Background: an optimization exercise with open tools, aiming at small area, a short achievable clock period and few clock cycles per item. Do not read the settings as production practice.
In this exercise RTL edits were held to simulation tests only and were not proved equivalent to the original.
No activity file was given, so power comes from the tool's default toggle rates.

==> flow/design.v <==
`timescale 1ns / 1ps
`default_nettype none
package bgpr_pkg;
  localparam int COLUMNS = 128;
  localparam int SMP_W   = 8;
  localparam int COL_W   = 7;
  localparam int ROW_W   = 2;
  localparam int CNT_W   = 8;
  localparam logic [1:0] OP_CLEAR = 2'd0;
  localparam logic [1:0] OP_LOAD  = 2'd1;
  localparam logic [1:0] OP_READ  = 2'd2;
  localparam logic [1:0] OP_NONE  = 2'd3;
  localparam logic [SMP_W-1:0] FULL_SCALE_RST = 8'd75;
  localparam int FIFO_D = 8;
  localparam int OUT_SLOTS = FIFO_D + 1;
endpackage
`default_nettype wire
`timescale 1ns / 1ps
`default_nettype none
module bgpr_front (
  input  wire logic        clk,
  input  wire logic        wr,        
  input  wire logic [7:0]  wdata,
  input  wire logic [7:0]  sel_hi,    
  input  wire logic [15:0] sel_lo,    
  output logic [7:0]       rdata
);
  logic [7:0] ring [128];
  always_ff @(posedge clk) begin
    ring[0] <= wr ? wdata : ring[127];
    for (int i = 1; i < 128; i++) ring[i] <= ring[i-1];
  end
  logic [7:0] grp [8];
  always_comb begin
    for (int g = 0; g < 8; g++) begin
      grp[g] = '0;
      for (int j = 0; j < 16; j++) grp[g] = grp[g] | (ring[16*g+j] & {8{sel_lo[j]}});
    end
    rdata = '0;
    for (int g = 0; g < 8; g++) rdata = rdata | (grp[g] & {8{sel_hi[g]}});
  end
endmodule
`default_nettype wire
`timescale 1ns / 1ps
`default_nettype none
module bgpr_queue (
  input  wire logic clk,
  input  wire logic rst,
  input  wire logic push,
  input  wire logic [3:0] push_code,
  input  wire logic pop,
  output logic [3:0] head,
  output logic      empty
);
  localparam int D = bgpr_pkg::FIFO_D;
  logic [3:0] entries [D];
  logic [D-1:0] fill;
  assign empty = !fill[0];
  always_comb begin
    head = '0;
    for (int i = 0; i < D; i++) begin
      if (fill[i] && (i == D - 1 || !fill[(i + 1) % D])) head = head | entries[i];
    end
  end
  always_ff @(posedge clk) begin
    if (rst) begin
      fill <= '0;
    end else if (push && !pop) begin
      fill <= {fill[D-2:0], 1'b1};
    end else if (pop && !push) begin
      fill <= {1'b0, fill[D-1:1]};
    end
  end
  always_ff @(posedge clk) begin
    if (push) begin
      entries[0] <= push_code;
      for (int i = 1; i < D; i++) entries[i] <= entries[i-1];
    end
  end
endmodule
`default_nettype wire
`timescale 1ns / 1ps
`default_nettype none
module bgpr_back (
  input  wire logic       clk,
  input  wire logic       rst,
  input  wire logic [7:0] floor_value,
  input  wire logic [7:0] s,            
  input  wire logic       in_valid,
  input  wire logic [7:0] in_x,         
  input  wire logic [1:0] in_row,
  output logic [5:0]      vv,           
  output logic            out_valid,
  output logic [3:0]      out_code,     
  output logic [7:0]      out_byte,     
  output logic            out_sv
);
  function automatic logic [8:0] nstep(input logic [8:0] p, input logic [7:0] sv);
    nstep = {p[7:0], ~p[8]} + ({1'b0, sv} ^ {9{~p[8]}});
  endfunction
  logic       v3;
  logic [7:0] x3;
  logic [1:0] row3;
  always_ff @(posedge clk) begin
    if (rst) v3 <= 1'b0;
    else     v3 <= in_valid;
    x3   <= in_x;
    row3 <= in_row;
  end
  logic [8:0] diff3;
  logic [7:0] d3;
  assign diff3 = {1'b0, x3} - {1'b0, floor_value};
  assign d3    = diff3[8] ? 8'd0 : diff3[7:0];
  logic       v4;
  logic [7:0] r4;
  logic [1:0] row4;
  always_ff @(posedge clk) begin
    if (rst) v4 <= 1'b0;
    else     v4 <= v3;
    r4   <= d3;
    row4 <= row3;
  end
  logic [8:0] st4;
  logic       q5_4;
  assign st4  = nstep({1'b0, r4}, s);
  assign q5_4 = r4 >= s;
  logic       v5;
  logic [1:0] q54_5;
  logic [8:0] r5;
  logic [1:0] row5;
  always_ff @(posedge clk) begin
    if (rst) v5 <= 1'b0;
    else     v5 <= v4;
    r5    <= st4;
    q54_5 <= {q5_4, ~st4[8]};
    row5  <= row4;
  end
  logic [8:0] st5;
  assign st5 = nstep(r5, s);
  logic       v6;
  logic [2:0] q53_6;
  logic [8:0] r6;
  logic [1:0] row6;
  always_ff @(posedge clk) begin
    if (rst) v6 <= 1'b0;
    else     v6 <= v5;
    r6    <= st5;
    q53_6 <= {q54_5, ~st5[8]};
    row6  <= row5;
  end
  logic [8:0] st6;
  logic       full6, zero6;
  assign st6   = nstep(r6, s);
  assign full6 = q53_6[2] || q53_6[1:0] > ~row6;
  assign zero6 = !q53_6[2] && q53_6[1:0] < ~row6;
  logic       v7, full7, zero7, q2_7;
  logic [8:0] r7;
  always_ff @(posedge clk) begin
    if (rst) v7 <= 1'b0;
    else     v7 <= v6;
    r7    <= st6;
    full7 <= full6;
    zero7 <= zero6;
    q2_7  <= ~st6[8];
  end
  logic [8:0] st7;
  assign st7 = nstep(r7, s);
  logic       v8, full8, zero8;
  logic [1:0] q21_8;
  logic [8:0] r8;
  always_ff @(posedge clk) begin
    if (rst) v8 <= 1'b0;
    else     v8 <= v7;
    r8    <= st7;
    full8 <= full7;
    zero8 <= zero7;
    q21_8 <= {q2_7, ~st7[8]};
  end
  logic [8:0] st8;
  assign st8 = nstep(r8, s);
  assign out_valid = v8;
  logic q0_8;
  assign q0_8      = ~st8[8];
  assign out_sv    = s != 8'd0;
  assign out_code  = !out_sv ? 4'd15 :
                     full8   ? 4'd8  :
                     zero8   ? 4'd0  : {1'b0, q21_8, q0_8};
  always_comb begin
    for (int i = 0; i < 8; i++) begin
      out_byte[7 - i] = out_sv && !zero8 &&
                        (full8 || 2 * int'(q21_8) > i || (2 * int'(q21_8) == i && q0_8));
    end
  end
  assign vv        = {v8, v7, v6, v5, v4, v3};
endmodule
`default_nettype wire
`timescale 1ns / 1ps
`default_nettype none
module bar_graph_page_renderer_unit (
  input  wire logic  clk,
  input  wire logic  rst,
  input  wire logic         items_valid,
  output logic              items_ready,
  input  wire logic [1:0]   items_operation,
  input  wire logic [7:0]   items_sample,
  input  wire logic [1:0]   items_row,
  input  wire logic [6:0]   items_column,
  input  wire logic         cfg_valid,
  output logic              cfg_ready,
  input  wire logic [1:0]   cfg_index,
  input  wire logic [7:0]   cfg_data,
  output logic              results_valid,
  input  wire logic         results_ready,
  output logic [7:0]        results_pixel_byte,
  output logic              results_scale_valid
);
  logic [7:0] floor_value;
  logic [7:0] full_scale;
  logic [7:0] n;           
  logic [6:0] a1;          
  logic [6:0] gap;         
  logic [7:0] peak;
  logic       pk_v;
  logic       pk_clr;
  logic       pk_gt;
  logic [7:0] pk_span;
  logic [7:0] s_use;
  logic        v2;
  logic [7:0]  sel_hi;
  logic [15:0] sel_lo;
  logic [1:0]  row2;
  logic       ready_q;
  logic [3:0] outstanding;
  logic in_acc;
  assign in_acc      = items_valid && ready_q;
  assign items_ready = ready_q;
  assign cfg_ready   = 1'b1;
  logic ld, clr, rd, ld_do;
  assign ld    = in_acc && items_operation == bgpr_pkg::OP_LOAD;
  assign clr   = in_acc && items_operation == bgpr_pkg::OP_CLEAR;
  assign rd    = in_acc && items_operation == bgpr_pkg::OP_READ;
  assign ld_do = ld && !n[7];
  logic [7:0] n_nxt;
  logic [6:0] gap_nxt;
  assign n_nxt   = clr ? 8'd0 : ld_do ? n + 8'd1 : n;
  assign gap_nxt = ld_do ? 7'd0 : gap - 7'd1;
  logic [5:0] vv;         
  logic       busy;       
  logic       pk_apply;
  assign busy     = v2 || (vv != '0);
  assign pk_apply = pk_v && !busy;
  always_ff @(posedge clk) begin
    if (rst) begin
      floor_value <= '0;
      full_scale  <= bgpr_pkg::FULL_SCALE_RST;
      n           <= '0;
      peak        <= '0;
      pk_v        <= 1'b0;
    end else begin
      if (cfg_valid) begin
        if (cfg_index == 2'd0) floor_value <= cfg_data;
        if (cfg_index == 2'd1) full_scale  <= cfg_data;
      end
      n <= n_nxt;
      if (pk_apply) begin
        if (pk_clr) begin
          peak <= '0;
        end else if (pk_gt && pk_span > peak) begin
          peak <= pk_span;
        end
      end
      if (clr || ld_do) begin
        pk_v <= 1'b1;
      end else if (pk_apply) begin
        pk_v <= 1'b0;
      end
    end
    if (clr || ld_do) begin
      pk_clr  <= clr;
      pk_gt   <= items_sample > floor_value;
      pk_span <= items_sample - floor_value;
    end
    gap    <= gap_nxt;
    a1     <= (ld_do && n == 8'd0) ? 7'd1 : a1 + 7'd1;
    s_use  <= (full_scale != '0) ? full_scale : peak;
  end
  logic [6:0] place;
  logic       draw;
  assign place = a1 - items_column;
  assign draw  = {1'b0, items_column} < n;
  always_ff @(posedge clk) begin
    if (rst) v2 <= 1'b0;
    else     v2 <= rd;
    for (int i = 0; i < 8; i++)  sel_hi[i] <= draw && place[6:4] == 3'(i);
    for (int i = 0; i < 16; i++) sel_lo[i] <= place[3:0] == 4'(i);
    row2 <= items_row;
  end
  logic [7:0] rdata;
  bgpr_front u_front (
    .clk    (clk),
    .wr     (ld_do),
    .wdata  (items_sample),
    .sel_hi (sel_hi),
    .sel_lo (sel_lo),
    .rdata  (rdata)
  );
  logic       v_res;
  logic [3:0] code_res;
  logic [7:0] byte_res;
  logic       sv_res;
  bgpr_back u_back (
    .clk         (clk),
    .rst         (rst),
    .floor_value (floor_value),
    .s           (s_use),
    .in_valid    (v2),
    .in_x        (rdata),
    .in_row      (row2),
    .vv          (vv),
    .out_valid   (v_res),
    .out_code    (code_res),
    .out_byte    (byte_res),
    .out_sv      (sv_res)
  );
  logic       out_valid;
  logic [7:0] out_byte;
  logic       out_sv;
  logic       out_free;
  logic       f_push, f_pop, f_empty;
  logic [3:0] f_head;
  assign out_free  = !out_valid || results_ready;
  assign f_pop     = out_free && !f_empty;
  assign f_push    = v_res && (!out_free || !f_empty);
  bgpr_queue u_queue (
    .clk       (clk),
    .rst       (rst),
    .push      (f_push),
    .push_code (code_res),
    .pop       (f_pop),
    .head      (f_head),
    .empty     (f_empty)
  );
  always_ff @(posedge clk) begin
    if (rst) begin
      out_valid <= 1'b0;
    end else if (out_free) begin
      out_valid <= !f_empty || v_res;
    end
    if (out_free) begin
      if (f_empty) begin
        out_sv   <= sv_res;
        out_byte <= byte_res;
      end else begin
        out_sv   <= f_head != 4'd15;
        out_byte <= (f_head == 4'd15) ? 8'd0 : ~(8'hFF >> f_head);
      end
    end
  end
  assign results_valid       = out_valid;
  assign results_pixel_byte  = out_byte;
  assign results_scale_valid = out_sv;
  logic [3:0] out_nxt;
  logic       res_out, credit_nxt;
  logic       z_nxt;
  logic       pk_v_nxt;
  logic       busy_nxt;
  assign res_out    = out_valid && results_ready;
  assign out_nxt    = outstanding + {3'd0, rd} - {3'd0, res_out};
  assign credit_nxt = (rd && !res_out) ? outstanding < 4'(bgpr_pkg::OUT_SLOTS - 1) :
                      (res_out && !rd) ? 1'b1 :
                                         outstanding < 4'(bgpr_pkg::OUT_SLOTS);
  assign z_nxt      = gap_nxt == 7'd0 || n_nxt == 8'd0 || n_nxt[7];
  assign pk_v_nxt   = clr || ld_do || (pk_v && busy);
  assign busy_nxt   = rd || v2 || (vv[4:0] != '0);
  always_ff @(posedge clk) begin
    if (rst) begin
      outstanding <= '0;
      ready_q     <= 1'b1;
    end else begin
      outstanding <= out_nxt;
      ready_q     <= z_nxt && !(pk_v_nxt && busy_nxt) && credit_nxt;
    end
  end
endmodule
`default_nettype wire
==> flow/run.sh <==
#!/bin/bash
# synth_recipe.tcl (not shown) runs the flow's synth.tcl, then flattens the netlist and writes it again
# the make line also repeats each setting of config.mk as NAME=value (left out here)
make -C /OpenROAD-flow-scripts/flow DESIGN_CONFIG=/design/flow/config.mk WORK_HOME=/design/flow/orfs CLKGATE_MAP_FILE= SYNTH_SCRIPT=/design/flow/synth_recipe.tcl finish
==> flow/config.mk <==
export PLATFORM = sky130hd
export DESIGN_NAME = bar_graph_page_renderer_unit
export DESIGN_NICKNAME = bar_graph_page_renderer_unit
export VERILOG_FILES = /design/flow/design.v
export SDC_FILE = /design/flow/constraint.sdc
export NUM_CORES = 4
export LEC_CHECK = 0
export CAP_MARGIN = 20
export CORE_MARGIN = 2
export CORE_UTILIZATION = 40
export CTS_BUF_LIST = sky130_fd_sc_hd__clkbuf_16
export CTS_CLUSTER_DIAMETER = 80
export CTS_CLUSTER_SIZE = 30
export SETUP_SLACK_MARGIN = 2.7
export SLEW_MARGIN = 20
==> flow/constraint.sdc <==
create_clock -name core_clock -period 5.0 [get_ports {clk}]
set_input_delay 1.0000 -clock core_clock [delete_from_list [all_inputs] [get_ports {clk}]]
set_output_delay 1.0000 -clock core_clock [all_outputs]
set_load 0.01 [all_outputs]
==> flow_metrics.env, run 1 <==
export IMPL_ir_worst_vdd_mv=0.310
export IMPL_antenna_cells=0
export IMPL_holdBufCountCts=0
export IMPL_synthToLayoutAreaGrowth_pct=10.2
export IMPL_skew_ns=0.0367
export IMPL_ys_flop_type="dfxtp_1"
export IMPL_crit_required_ns=5.40
export IMPL_yosysUniqueCellTypes=66
export IMPL_yosys_warnings=7
export IMPL_end_kind="register"
export IMPL_syn_nets=2944
export IMPL_max_clock_path_buffers=3
export IMPL_synth_seq_cells=1249
export IMPL_clock_sinks=1249
export IMPL_layout_commonest_cell="dfxtp_1"
export IMPL_synth_area_leaders="dfxtp_1 (65%), a22o_1 (6.5%), a221oi_1 (6.1%)"
export IMPL_start_util_pct=40.2
export IMPL_p_total_mw=20.4
export IMPL_synth_area_um2=36700
export IMPL_finalCritPeriodShare_pct=45.0
export IMPL_core_area_um2=91400
export IMPL_grtUsageTotal_pct=18.6
export IMPL_post_place_ws_ns=1.70
export IMPL_final_layout_size_suffix_gt1_share_pct=8.80
export IMPL_synth_top_area_share_pct=65.3
export IMPL_gp_congestion=0.860
export IMPL_post_route_min_period_ns=2.25
export IMPL_layout_common_cells="dfxtp_1 (1166), a22o_1 (272), a221oi_1 (255)"
export IMPL_wl_per_cell_um=22.6
export IMPL_via_per_inst=5.63
export IMPL_dr_total_vias=22600
export IMPL_final_max_slew_viol_count=0
export IMPL_drt_iter0_drc=1856
export IMPL_ios=46
export IMPL_clock_root_buffer="clkbuf_16"
export IMPL_rsz0062_at_grt="yes"
export IMPL_postSynthAreaPerCell_um2=13.1
export IMPL_yosysTopAreaCell="dfxtp_1"
export IMPL_grt_start_max_net_pins=65
export IMPL_die_area_um2=94300
export IMPL_route_detailed_drc=0
export IMPL_worstMarginPinSlew_ns=0.940
export IMPL_cellPowerDensity_nw_per_um2=505
export IMPL_status="finished clean"
export IMPL_relSlewSlack_pct=37.1
export IMPL_first_pass_iters=5
export IMPL_antenna_found_initial=0
export IMPL_leakagePower_nw=15.3
export IMPL_port_buffers=44
export IMPL_whs_ns=0.334
export IMPL_path_clk_slew_ns=0.11
export IMPL_cts_buffers=50
export IMPL_fillCellCount=8072
export IMPL_die_y_um=307
export IMPL_crit_type="input port to register"
export IMPL_synth_edf_count=51
export IMPL_syn_instance_count=2805
export IMPL_insertion_delay_ns=0.66
export IMPL_grt_ovfl_total=0
export IMPL_hold_violations=0
export IMPL_num_rows=111
export IMPL_nets=2943
export IMPL_synthArstFlopShare_pct=0
export IMPL_fin_tns_setup_ns=0
export IMPL_grt_first_pass_wirelength_um=137000
export IMPL_routed_wl_um=90300
export IMPL_first_global_vias=23000
export IMPL_cap_violations=0
export IMPL_ant_nets=0
export IMPL_max_freq_ghz=0.444
export IMPL_yosysSeqAreaShare_pct=69.5
export IMPL_worst_slack_ns=2.75
export IMPL_crit_path_start_kind="input port"
export IMPL_setup_viol=0
export IMPL_hp_class="register to register"
export IMPL_cts_tree="yes"
export IMPL_cts_max_level=2
export IMPL_fp_dieW_um=307
export IMPL_critPathMaxFanout=3
export IMPL_crit_arrival_ns=2.65
export IMPL_hpwl_um=53900
[per-stage QoR]
stage	instance area, um^2	std cells	utilization [%]
floorplan	36900	2805	-
CTS	40300	3995	44.1
global placement	38600	3919	42.2
finish	40500	4005	44.3
global route	40500	4005	44.3
detailed placement	38600	3919	42.2
[per-layer routing]
layer / vias to the layer above / track usage, % / share of wire, % / routed length, um
li1: 10300 / - / - / -
met2: 706 / 31.8 / 48 / 43100
met1: 11400 / 24.9 / 45 / 40400
met5: - / 0 / 0 / 0
met4: 0 / 4.74 / 2.2 / 1970
met3: 120 / 2.41 / 5.4 / 4850
[cell type report]
class,instances,area [um^2],share of cell area (%)
Tap cell,1186,1480,3.67
Multi-Input combinational cell,1330,10700,26.5
Clock inverter,17,195,0.482
Timing Repair Buffer,95,927,2.29
Clock buffer,50,1250,3.09
Inverter,78,305,0.754
Sequential cell,1249,25600,63.3
[flip-flops by register name (all words and copies together) (netlist names), 9 cells and up]
signal,flops
sel_lo,16
u_front.ring,1024
u_back.r7,9
u_queue.entries,32
u_back.r6,9
u_back.r5,9
u_back.r8,9
[cell families after synthesis]
kind of cell    count (synthesis)  synth area share (%)
flops                        1249                  69.5
compound gates                722                  16.1
simple gates                  385                  5.41
buf+inv                       226                  2.34
fa+ha+maj                     105                  3.74
xor+xnor                       93                  2.22
mux                            24                 0.681
other cells                     1                0.0102
[worst max-delay path, cell delays in order]
cell	delay, ns
clkdlybuf4s50_1	0.46
ha_1	0.34
a21o_1	0.18
a21oi_2	0.17
o21ai_1	0.12
or2_4	0.24
xor2_1	0.13
[Yosys cell counts (6+ instances only)]
cell type  instances
dfxtp_1         1198
buf_1             44
a21o_1            23
o21a_1             7
nor2_1           128
nor2b_1           19
nand3_1           11
mux2_2             8
mux2i_1           16
a22o_1           272
nand4_1           81
a211oi_1           7
ha_1              97
o41ai_1            7
clkbuf_1          97
fa_1               8
and3_1             7
nand2b_1           9
a221oi_1         256
nand2_1           48
nor3_1            33
a21oi_1           39
edfxtp_1          51
a22oi_1           42
xor2_1            22
xnor2_1           71
or2_2              9
o21bai_1           6
inv_1             78
nor4_1             7
or3_1              6
o21ai_0           31
[path summary, 6_finish.rpt]
path / from / end / slack (ns) / cells after the start
min reg2reg: u_front.ring[57][5] / u_front.ring[58][5] / 0.33 / 0
max: items_sample[1] / pk_span[5] / 2.75 / 7
max reg2reg: sel_lo[13] / u_back.x3[4] / 2.78 / 6
min: u_front.ring[57][5] / u_front.ring[58][5] / 0.33 / 0
[where the power goes]
part,switching [mW],internal (mW),leakage [nW]
sequential,0.832,10.6,10.2
combinational,2.56,1.54,4.39
clock,3.01,1.93,0.721
[repair_timing]
action / CTS / global route
resized for setup: 88 / 48
pin swaps: 15 / 15
buffers inserted: 9 / 10
endpoints found under the setup margin: 69 / 54
Testbench counts, summed over its fixed seeds: cycles 10,384, items 8,192.
==> run 2, diff against run 1 <==
--- a/flow/config.mk
+++ b/flow/config.mk
@@ -13,3 +13,3 @@
 export CTS_CLUSTER_SIZE = 30
-export SETUP_SLACK_MARGIN = 2.7
+export SETUP_SLACK_MARGIN = 2.84
 export SLEW_MARGIN = 20
==> run 2 against run 1 <==
  * Die area is the same
  * Register-to-register slack worse by 0.02 ns
  * Still clean
  * Sequential power about the same
  * Clock-buffer cell count rose by 3
  * First-iteration DRC count is 4.8% higher
  * Routed wire length up 5.6%
  * Cell area rose by 2.6%
  * Via count increased by 1.7%
  * Combinational power rose by 25%
==> flow_metrics.env, run 2 <==
export IMPL_synth_top_area_share_pct=65.3
export IMPL_r2r_end="u_back.r4[7]"
export IMPL_synthToLayoutAreaGrowth_pct=13.1
export IMPL_finalNonFillerCells=4060
export IMPL_largest_reg_flops=1024
export IMPL_status="finished clean"
export IMPL_synth_seq_cells=1249
export IMPL_dpl_cell_count=3919
export IMPL_num_rows=111
export IMPL_ys_top_cells_by_count="dfxtp_1 (1198), a22o_1 (272), a221oi_1 (256)"
export IMPL_yosys_warnings=7
export IMPL_hold_path_startpoint="u_back.row3[1]"
export IMPL_end_kind="register"
export IMPL_synth_area_um2=36700
export IMPL_clock_root_buffer="clkbuf_16"
export IMPL_ir_worst_vdd_mv=0.287
export IMPL_rsz0062_at_grt="yes"
export IMPL_design_area_um2=41600
export IMPL_cts_max_level=2
export IMPL_via_per_inst=5.65
export IMPL_grt_start_max_net_pins=45
export IMPL_antenna_found_initial=2
export IMPL_crit_path_start_kind="register"
export IMPL_fin_tns_setup_ns=0
export IMPL_max_freq_ghz=0.447
export IMPL_drt_iter0_drc=1945
export IMPL_start_util_pct=40.2
export IMPL_fp_dieW_um=307
export IMPL_reg2regPathDepth=8
export IMPL_cellPowerDensity_nw_per_um2=515
export IMPL_layout_commonest_cell="dfxtp_1"
export IMPL_route_detailed_drc=0
export IMPL_ant_nets=0
export IMPL_syn_nets=2944
export IMPL_worstMarginPinSlew_ns=1.11
export IMPL_core_area_um2=91400
export IMPL_gp_congestion=0.835
export IMPL_hp_class="register to register"
export IMPL_synth_area_leaders="dfxtp_1 (65%), a22o_1 (6.5%), a221oi_1 (6.1%)"
export IMPL_routed_wl_um=95400
export IMPL_grtUsageTotal_pct=19.4
export IMPL_post_route_min_period_ns=2.24
export IMPL_yosysUniqueCellTypes=66
export IMPL_largest_register="u_front.ring"
export IMPL_hpwl_um=54500
export IMPL_final_core_util_pct=45.5
export IMPL_ys_flop_type="dfxtp_1"
export IMPL_grt_ovfl_total=0
export IMPL_yosysTopAreaCell="dfxtp_1"
export IMPL_synthArstFlopShare_pct=0
export IMPL_skew_ns=0.0248
export IMPL_holdPathEnd="u_back.row4[1]"
export IMPL_postSynthAreaPerCell_um2=13.1
export IMPL_ios=46
export IMPL_setup_viol=0
export IMPL_port_buffers=44
export IMPL_first_pass_iters=6
export IMPL_ff2ff_setup_slack_ns=2.76
export IMPL_hold_violations=0
export IMPL_crit_arrival_ns=2.77
export IMPL_syn_instance_count=2805
export IMPL_crit_required_ns=5.54
export IMPL_synth_edf_count=51
export IMPL_cap_violations=0
export IMPL_worstHoldPathCells=0
export IMPL_crit_type="register to register"
export IMPL_finalCritPeriodShare_pct=44.8
export IMPL_final_max_slew_viol_count=0
export IMPL_die_y_um=307
export IMPL_critPathMaxFanout=4
export IMPL_die_area_um2=94300
export IMPL_grt_first_pass_wirelength_um=142000
export IMPL_insertion_delay_ns=0.65
export IMPL_clock_sinks=1249
export IMPL_max_clock_path_buffers=3
export IMPL_cts_buffers=51
export IMPL_largest_registers="u_front.ring x1024, u_queue.entries x32, sel_lo x16"
export IMPL_final_layout_size_suffix_gt1_share_pct=12.6
export IMPL_p_total_mw=21.4
export IMPL_holdBufCountCts=0
export IMPL_layout_common_cells="dfxtp_1 (1161), a22o_1 (272), a221oi_1 (253)"
export IMPL_wl_per_cell_um=23.5
export IMPL_yosysSeqAreaShare_pct=69.5
export IMPL_cts_tree="yes"
export IMPL_yosysMostFrequentCell="dfxtp_1"
export IMPL_dr_total_vias=23000
export IMPL_relSlewSlack_pct=25.6
export IMPL_postPlaceCellArea_um2=38600
export IMPL_first_global_vias=23300
export IMPL_nets=2996
export IMPL_path_clk_slew_ns=0.11
export IMPL_leakagePower_nw=15.7
export IMPL_r2r_start="floor_value[1]"
## run 2: cell families (layout without fill, tap and decap cells)
family	count (synthesis)	after routing	synth area share [%]
AOI/OAI and AO/OA	722	723	16.1
and+or+nand+nor	385	385	5.41
DFF	1249	1249	69.5
buffers and inverters	226	293	2.34
other	1	2	0.0102
xor gates and xnor gates	93	93	2.22
adders and majority gates	105	105	3.74
muxes	24	24	0.681
## run 2: how the worst max path moves through the flow
stage	startpoint	end	slack (ns)	cells after the start
finish	floor_value[1]	u_back.r4[7]	2.76	8
global route	floor_value[1]	u_back.r4[7]	2.69	8
CTS	floor_value[1]	u_back.r4[7]	2.75	8
detailed placement	items_column[0]	sel_hi[7]	1.67	10
global placement	items_column[0]	sel_hi[4]	1.69	10
floorplan	items_column[0]	sel_hi[4]	2.35	9
## run 2: cell type report
class / count / area (um^2)
fill: 7987 / 49800
sequential: 1249 / 25600
multi-input combinational: 1331 / 11100
timing repair buffer: 146 / 1550
tap: 1186 / 1480
clock buffer: 53 / 1330
inverter: 78 / 305
clock inverter: 16 / 184
antenna: 1 / 2.50
## run 2: per-stage QoR
step | hold WS [ns] | worst slack [ns]
5_1_grt | 0.341 | 2.69
6_report | 0.335 | 2.76
3_5_place_dp | 0.312 | 1.67
2_1_floorplan | 0.310 | 2.35
4_1_cts | 0.335 | 2.75
3_3_place_gp | 0.313 | 1.69
## run 2: metal layers
layer	vias to the layer above	wire (um)	GRT usage, %
met4	0	2560	5.73
met2	716	45000	32.8
met3	137	5520	2.56
met1	11600	42300	26.0
met5	-	0	0
li1	10500	-	-
## run 2: power by group
part           leakage (nW)  internal [mW]  switching (mW)
registers              10.2           10.6           0.685
logic                  4.80           2.03            3.10
clock network         0.742           1.98            3.04
## run 2: critical path: stages, from the launching register on
cell      delay, ns
dfxtp_2        0.40
inv_1          0.12
ha_1           0.30
nor2b_1        0.13
o21ai_1        0.22
a21boi_2       0.14
o211a_1        0.25
or3_1          0.32
a31o_2         0.26
## run 2: timing repair
item / in CTS / in global routing
gates cloned: 2 / 1
endpoints found under the setup margin: 100 / 68
gates resized for setup: 170 / 69
setup buffers: 30 / 38
pin swaps: 30 / 35
==> run 3, diff against run 2 <==
--- a/flow/config.mk
+++ b/flow/config.mk
@@ -13,3 +13,4 @@
 export CTS_CLUSTER_SIZE = 30
-export SETUP_SLACK_MARGIN = 2.84
+export PLACE_DENSITY = 0.75
+export SETUP_SLACK_MARGIN = 2.78
 export SLEW_MARGIN = 20
==> run 3 against run 2 <==
  * Area after synthesis did not move
  * Register-to-register slack about the same
  * Clock power is 4% lower
  * Sequential power hardly changed
  * Worst hold slack worse by 0.0017 ns
  * Flip-flop and latch count stayed put
  * Die area stayed put
  * Clock-buffer cell count is 3 lower
  * Critical path depth shrank 2
==> flow_metrics.env, run 3 <==
export IMPL_status="finished clean"
export IMPL_antenna_found_initial=2
export IMPL_crit_path_start_kind="register"
export IMPL_synth_area_um2=36700
export IMPL_die_area_um2=94300
export IMPL_post_route_min_period_ns=2.23
export IMPL_max_clock_path_buffers=3
export IMPL_final_core_util_pct=44.7
export IMPL_rsz0062_at_grt="yes"
export IMPL_grt_use_met2_pct=30.2
export IMPL_cts_buffers=49
export IMPL_syn_nets=2944
export IMPL_cts_max_level=2
export IMPL_ios=46
export IMPL_hpwl_um=49800
export IMPL_grtUsageMet3_pct=2.80
export IMPL_core_area_um2=91400
export IMPL_max_freq_ghz=0.448
export IMPL_slowest_stage="dfxtp_4"
export IMPL_path_clk_slew_ns=0.12
export IMPL_fin_tns_setup_ns=0
export IMPL_fillCellCount=8010
export IMPL_grt_first_pass_wirelength_um=134000
export IMPL_relSlewSlack_pct=32.6
export IMPL_layout_commonest_cell="dfxtp_1"
export IMPL_largest_register="u_front.ring"
export IMPL_insertion_delay_ns=0.65
export IMPL_ys_top_cells_by_count="dfxtp_1 (1198), a22o_1 (272), a221oi_1 (256)"
export IMPL_synthToLayoutAreaGrowth_pct=11.3
export IMPL_largest_reg_flops=1024
export IMPL_yosysMostFrequentCell="dfxtp_1"
export IMPL_crit_type="register to register"
export IMPL_setup_viol=0
export IMPL_start_util_pct=40.2
export IMPL_design_area_um2=40900
export IMPL_yosysTopAreaCell="dfxtp_1"
export IMPL_first_pass_iters=5
export IMPL_end_kind="register"
export IMPL_postSynthAreaPerCell_um2=13.1
export IMPL_critPathMaxFanout=41
export IMPL_ff2ff_setup_slack_ns=2.77
export IMPL_grtUsageTotal_pct=18.2
export IMPL_ant_nets=0
export IMPL_final_layout_size_suffix_gt1_share_pct=9.95
export IMPL_crit_arrival_ns=2.64
export IMPL_synth_seq_cells=1249
export IMPL_final_max_slew_viol_count=0
export IMPL_cap_violations=0
export IMPL_synth_area_leaders="dfxtp_1 (65%), a22o_1 (6.5%), a221oi_1 (6.1%)"
export IMPL_cts_tree="yes"
export IMPL_layout_common_cells="dfxtp_1 (1167), a22o_1 (272), a221oi_1 (256)"
export IMPL_ys_flop_type="dfxtp_1"
export IMPL_holdBufCountCts=0
export IMPL_route_detailed_drc=0
export IMPL_fp_dieW_um=307
export IMPL_drt_iter0_drc=1762
export IMPL_num_rows=111
export IMPL_timing_critical_path_mode_cell="nand4_1"
export IMPL_wl_per_cell_um=22.2
export IMPL_syn_instance_count=2805
export IMPL_postPlaceCellArea_um2=38500
export IMPL_crit_required_ns=5.41
export IMPL_gr_usage_met1_pct=24.0
export IMPL_nets=2958
export IMPL_yosysSeqAreaShare_pct=69.5
export IMPL_skew_ns=0.0231
export IMPL_cellPowerDensity_nw_per_um2=507
export IMPL_worstMarginPinSlew_ns=1.01
export IMPL_yosysUniqueCellTypes=66
export IMPL_crit_chain="buf_12 -> a22o_1 -> a221oi_1 -> nand4_1 -> a22oi_2 -> nand4_1"
export IMPL_dr_total_vias=22700
export IMPL_leakagePower_nw=15.5
export IMPL_grt_ovfl_total=0
export IMPL_die_y_um=307
export IMPL_first_global_vias=22700
export IMPL_via_per_inst=5.65
export IMPL_finalCritPeriodShare_pct=44.6
export IMPL_gp_congestion=0.844
export IMPL_busiest_layer="met2"
export IMPL_synthArstFlopShare_pct=0
export IMPL_largest_registers="u_front.ring x1024, u_queue.entries x32, sel_lo x16"
export IMPL_ir_worst_vdd_mv=0.299
export IMPL_clock_root_buffer="clkbuf_16"
export IMPL_synth_top_area_share_pct=65.3
export IMPL_grt_start_max_net_pins=42
export IMPL_synth_edf_count=51
export IMPL_hold_violations=0
export IMPL_slowest_delay_ns=0.47
export IMPL_yosys_warnings=7
export IMPL_port_buffers=44
export IMPL_routed_wl_um=89100
export IMPL_clock_sinks=1249
export IMPL_hp_class="register to register"
[run 3: critical path, delay by kind of cell, from the launching register on]
| kind | cells | cell delay (ns) |
|---|---|---|
| AO/OA/AOI/OAI | 3 | 0.76 |
| AND/OR/NAND/NOR | 2 | 0.51 |
| flip-flops | 1 | 0.47 |
| buffers and inverters | 1 | 0.24 |
[run 3: stage by stage]
step | cells | hold slack (ns) | power (mW) | setup slack, ns
after floorplan | 2805 | 0.310 | 13.7 | 2.35
after global placement | 3905 | 0.312 | 15.1 | 1.67
after detailed placement | 3905 | 0.312 | 15.1 | 1.65
after CTS | 3999 | 0.335 | 20.3 | 2.73
after global routing | 4020 | 0.342 | 21.4 | 2.68
final | 4020 | 0.334 | 20.7 | 2.77
[run 3: power breakdown]
group          leakage [nW]  switching [mW]  internal [mW]
combinational          4.59            2.77           1.77
clock                 0.700            2.96           1.87
sequential             10.2           0.778           10.6
total                  15.5            6.51           14.2
[run 3: worst paths after layout]
check / start / to / cells after the start
worst max register to register: sel_lo[13] / u_back.x3[7] / 6
worst min-delay path: u_back.row5[0] / u_back.row6[0] / 0
worst min register to register: u_back.row5[0] / u_back.row6[0] / 0
worst max-delay path: sel_lo[13] / u_back.x3[7] / 6
[run 3: per-layer routing]
layer  vias to the layer above  wire length, um
li1                      10400                -
met1                     11300            38400
met2                       875            40700
met3                       181             6510
met4                         2             3510
met5                         -               16
[run 3: cell families (layout without fill, tap and decap cells)]
| group | Yosys count | after routing | share of synthesized area [%] |
|---|---|---|---|
| multiplexers | 24 | 24 | 0.681 |
| adder cells (fa/ha/maj) | 105 | 105 | 3.74 |
| XOR/XNOR | 93 | 93 | 2.22 |
| AO/OA/AOI/OAI | 722 | 722 | 16.1 |
| buffers and inverters | 226 | 254 | 2.34 |
| AND/OR/NAND/NOR | 385 | 385 | 5.41 |
| other | 1 | 2 | 0.0102 |
| flip-flops | 1249 | 1249 | 69.5 |
[run 3: area by class of cell]
cell class	instances	area, um^2	share of cell area, %
diodes	1	2.50	0.00612
clock buffers	50	1250	3.06
clock inverters	15	138	0.337
inverters	78	298	0.728
multi-input cells	1330	10900	26.6
flip-flops and latches	1249	25600	62.6
well taps	1186	1480	3.63
repair buffers	111	1240	3.04
[run 3: what timing repair did]
| action | 4_1_cts | 5_1_grt |
|---|---|---|
| pin swaps | 16 | 20 |
| gates resized for setup | 129 | 57 |
| setup buffers | 29 | 20 |
| endpoints found under the setup margin | 81 | 51 |
==> run 4, diff against run 3 <==
--- a/flow/config.mk
+++ b/flow/config.mk
@@ -13,3 +13,2 @@
 export CTS_CLUSTER_SIZE = 30
-export PLACE_DENSITY = 0.75
 export SETUP_SLACK_MARGIN = 2.78
==> run 4 against run 3 <==
  * Core utilization grew 0.15 points
  * Critical path type unchanged
  * Register-to-register slack improved by 0.02 ns
  * Clock skew is 0.020 ns higher
  * Critical endpoint is now u_back.q2_7
  * Sequential power about the same
  * Flip-flop and latch count unchanged
  * Still clean on timing, DRC and antenna
  * Non-clock buffer count is 11 higher
  * Synthesized cell count did not move
  * Global-route usage rose by 0.72 points
==> flow_metrics.env, run 4 <==
export IMPL_synth_seq_cells=1249
export IMPL_crit_required_ns=5.54
export IMPL_end_kind="register"
export IMPL_grtUsageTotal_pct=18.9
export IMPL_m1WireLength_um=41200
export IMPL_first_pass_iters=5
export IMPL_critPathMaxFanout=4
export IMPL_dr_total_vias=22600
export IMPL_routed_wl_um=92400
export IMPL_syn_nets=2944
export IMPL_wl_met3_um=5140
export IMPL_nets=2972
export IMPL_ir_worst_vdd_mv=0.283
export IMPL_first_global_vias=23300
export IMPL_worstHoldPathCells=0
export IMPL_clkPwrFrac_pct=24.2
export IMPL_swShare_pct=31.6
export IMPL_max_freq_ghz=0.453
export IMPL_yosysSeqAreaShare_pct=69.5
export IMPL_final_max_slew_viol_count=0
export IMPL_layout_common_cells="dfxtp_1 (1164), a22o_1 (272), a221oi_1 (256)"
export IMPL_ys_top_cells_by_count="dfxtp_1 (1198), a22o_1 (272), a221oi_1 (256)"
export IMPL_hpwl_um=54200
export IMPL_die_y_um=307
export IMPL_final_layout_size_suffix_gt1_share_pct=10.7
export IMPL_clock_root_buffer="clkbuf_16"
export IMPL_synth_area_leaders="dfxtp_1 (65%), a22o_1 (6.5%), a221oi_1 (6.1%)"
export IMPL_ff2ff_setup_slack_ns=2.79
export IMPL_skew_ns=0.0433
export IMPL_postSynthAreaPerCell_um2=13.1
export IMPL_start_util_pct=40.2
export IMPL_finalCritPeriodShare_pct=44.1
export IMPL_relSlewSlack_pct=36.5
export IMPL_path_clk_slew_ns=0.11
export IMPL_crit_arrival_ns=2.74
export IMPL_holdBufCountCts=0
export IMPL_fp_dieW_um=307
export IMPL_wl_per_cell_um=22.9
export IMPL_hold_path_startpoint="u_front.ring[118][3]"
export IMPL_core_area_um2=91400
export IMPL_ant_nets=0
export IMPL_holdPathEnd="u_front.ring[119][3]"
export IMPL_clock_sinks=1249
export IMPL_synthArstFlopShare_pct=0
export IMPL_num_rows=111
export IMPL_status="finished clean"
export IMPL_yosysUniqueCellTypes=66
export IMPL_ios=46
export IMPL_critPathLaunch="s_use[0]"
export IMPL_yosys_warnings=7
export IMPL_cts_tree="yes"
export IMPL_setup_viol=0
export IMPL_layout_commonest_cell="dfxtp_1"
export IMPL_cap_violations=0
export IMPL_hold_violations=0
export IMPL_drt_iter0_drc=1619
export IMPL_grt_ovfl_total=0
export IMPL_port_buffers=44
export IMPL_yosysMostFrequentCell="dfxtp_1"
export IMPL_switchingPower_mw=6.64
export IMPL_cts_buffers=51
export IMPL_via_per_inst=5.59
export IMPL_antenna_found_initial=2
export IMPL_die_area_um2=94300
export IMPL_grt_start_max_net_pins=65
export IMPL_gp_congestion=0.832
export IMPL_insertion_delay_ns=0.66
export IMPL_fin_tns_setup_ns=0
export IMPL_largest_register="u_front.ring"
export IMPL_largest_reg_flops=1024
export IMPL_r2r_start="s_use[0]"
export IMPL_synth_top_area_share_pct=65.3
export IMPL_synth_edf_count=51
export IMPL_syn_instance_count=2805
export IMPL_seq_power_share_pct=53.3
export IMPL_rsz0062_at_grt="yes"
export IMPL_synthToLayoutAreaGrowth_pct=11.7
export IMPL_worstMarginPinSlew_ns=0.951
export IMPL_synth_area_um2=36700
export IMPL_post_route_min_period_ns=2.21
export IMPL_r2r_end="u_back.q2_7"
export IMPL_grt_first_pass_wirelength_um=139000
export IMPL_leakagePower_nw=15.5
export IMPL_power_frac_comb_pct=22.6
export IMPL_crit_type="register to register"
export IMPL_cellPowerDensity_nw_per_um2=513
export IMPL_final_core_util_pct=44.9
export IMPL_ys_flop_type="dfxtp_1"
export IMPL_fillCellCount=8077
export IMPL_cts_max_level=2
export IMPL_crit_path_start_kind="register"
export IMPL_p_int_mw=14.4
export IMPL_hp_class="register to register"
export IMPL_yosysTopAreaCell="dfxtp_1"
export IMPL_antenna_cells=0
export IMPL_reg2regPathDepth=9
export IMPL_wl_met2_um=42800
export IMPL_largest_registers="u_front.ring x1024, u_queue.entries x32, sel_lo x16"
export IMPL_whs_ns=0.328
export IMPL_maxUsedRoutingLayer="met5"
export IMPL_route_detailed_drc=0
export IMPL_max_clock_path_buffers=3
==> run 4: cell counts after synthesis <==
Identical to the previous run, type by type.
==> run 4: cell type report <==
type                    count  area [um^2]  share of cell area [%]
flip-flops and latches   1249        25600                    62.4
inverters                  78          295                   0.720
clock buffers              53         1330                    3.23
multi-input cells        1331        10900                    26.5
well taps                1186         1480                    3.62
clock inverters            14          209                   0.509
repair buffers            122         1230                    3.00
==> run 4: worst max-delay path, stage by stage (launching register included) <==
cell and delay [ns]:
dfxtp_4 0.36, inv_2 0.06, ha_1 0.23, fa_2 0.38, a21o_1 0.18, a21oi_2 0.17, o21ai_1 0.13, o41ai_2 0.32
xnor2_2 0.21, inv_1 0.08
==> run 4: worst max-delay path by stage <==
| stage | to |
|---|---|
| finish | u_back.q2_7 |
| floorplan | sel_hi[4] |
| CTS | u_back.x3[4] |
| global placement | sel_hi[4] |
| global route | u_back.r4[5] |
| detailed placement | sel_hi[4] |
==> run 4: per-layer routing <==
metal / vias up / GRT usage [%]
met1: 11300 / 24.8
met4: 2 / 6.57
met5: - / 0
met2: 664 / 31.6
li1: 10400 / -
met3: 194 / 3.22
==> run 4: kinds of logic after synthesis <==
logic type / after synthesis / share of synthesized area [%]
fa+ha+maj: 105 / 3.74
simple gates: 385 / 5.41
flops: 1249 / 69.5
other cells: 1 / 0.0102
compound gates: 722 / 16.1
xor+xnor: 93 / 2.22
mux: 24 / 0.681
buf+inv: 226 / 2.34
==> run 4: stage by stage <==
stage	instance area [um^2]	power [mW]	setup slack (ns)	std cells
detailed placement	38600	15.4	1.69	3919
global route	41000	21.9	2.73	4033
CTS	40600	20.7	2.78	4011
floorplan	37000	13.7	2.35	2805
finish	41000	21.0	2.79	4033
global placement	38600	15.3	1.69	3919
==> run 4: timing repair <==
item / in CTS / in global routing
buffers inserted: 25 / 21
pin swaps: 18 / 29
resized for setup: 124 / 50
setup endpoints to repair: 85 / 52
gates cloned: 0 / 1
==> run 4: power groups by stage <==
stage	registers [mW]	logic, mW	clock network (mW)
finish	11.2	4.74	5.08
global route	11.3	5.07	5.57
CTS	11.3	4.26	5.21
detailed placement	11.6	3.80	0
global placement	11.6	3.74	0
floorplan	10.9	2.77	0

-- separate check: timing with driven ports --
How much do the figures lean on ideal ports? The routed layouts below were timed once more, with nothing changed but the port constraints.
Step 1: set_driving_cell puts a clkbuf_16 on clk and a buf_2 on each other input, an assumption about the parent block.
Step 2 also shifts input and output timing later by t, the mid clock arrival at the registers, as if the neighbouring blocks saw the same clock.
Three values: ideal ports, drivers, drivers and shift; two values: the first two.
run | shift t [ns] | setup WS [ns] | slew at the worst register clock pin (ns)
run 1 | 0.702 | 2.749 / 2.693 / 2.044 | 0.12 / 0.12
run 2 | 0.698 | 2.762 / 2.762 / 2.203 | 0.12 / 0.12
run 3 | 0.711 | 2.768 / 2.750 / 2.168 | 0.12 / 0.12
run 4 | 0.692 | 2.793 / 2.771 / 2.172 | 0.11 / 0.11
After both steps setup and hold are still met in every run listed. The setup slack of run 1, which loses most, moves by -0.056 ns with the drivers and by -0.705 ns with both steps.
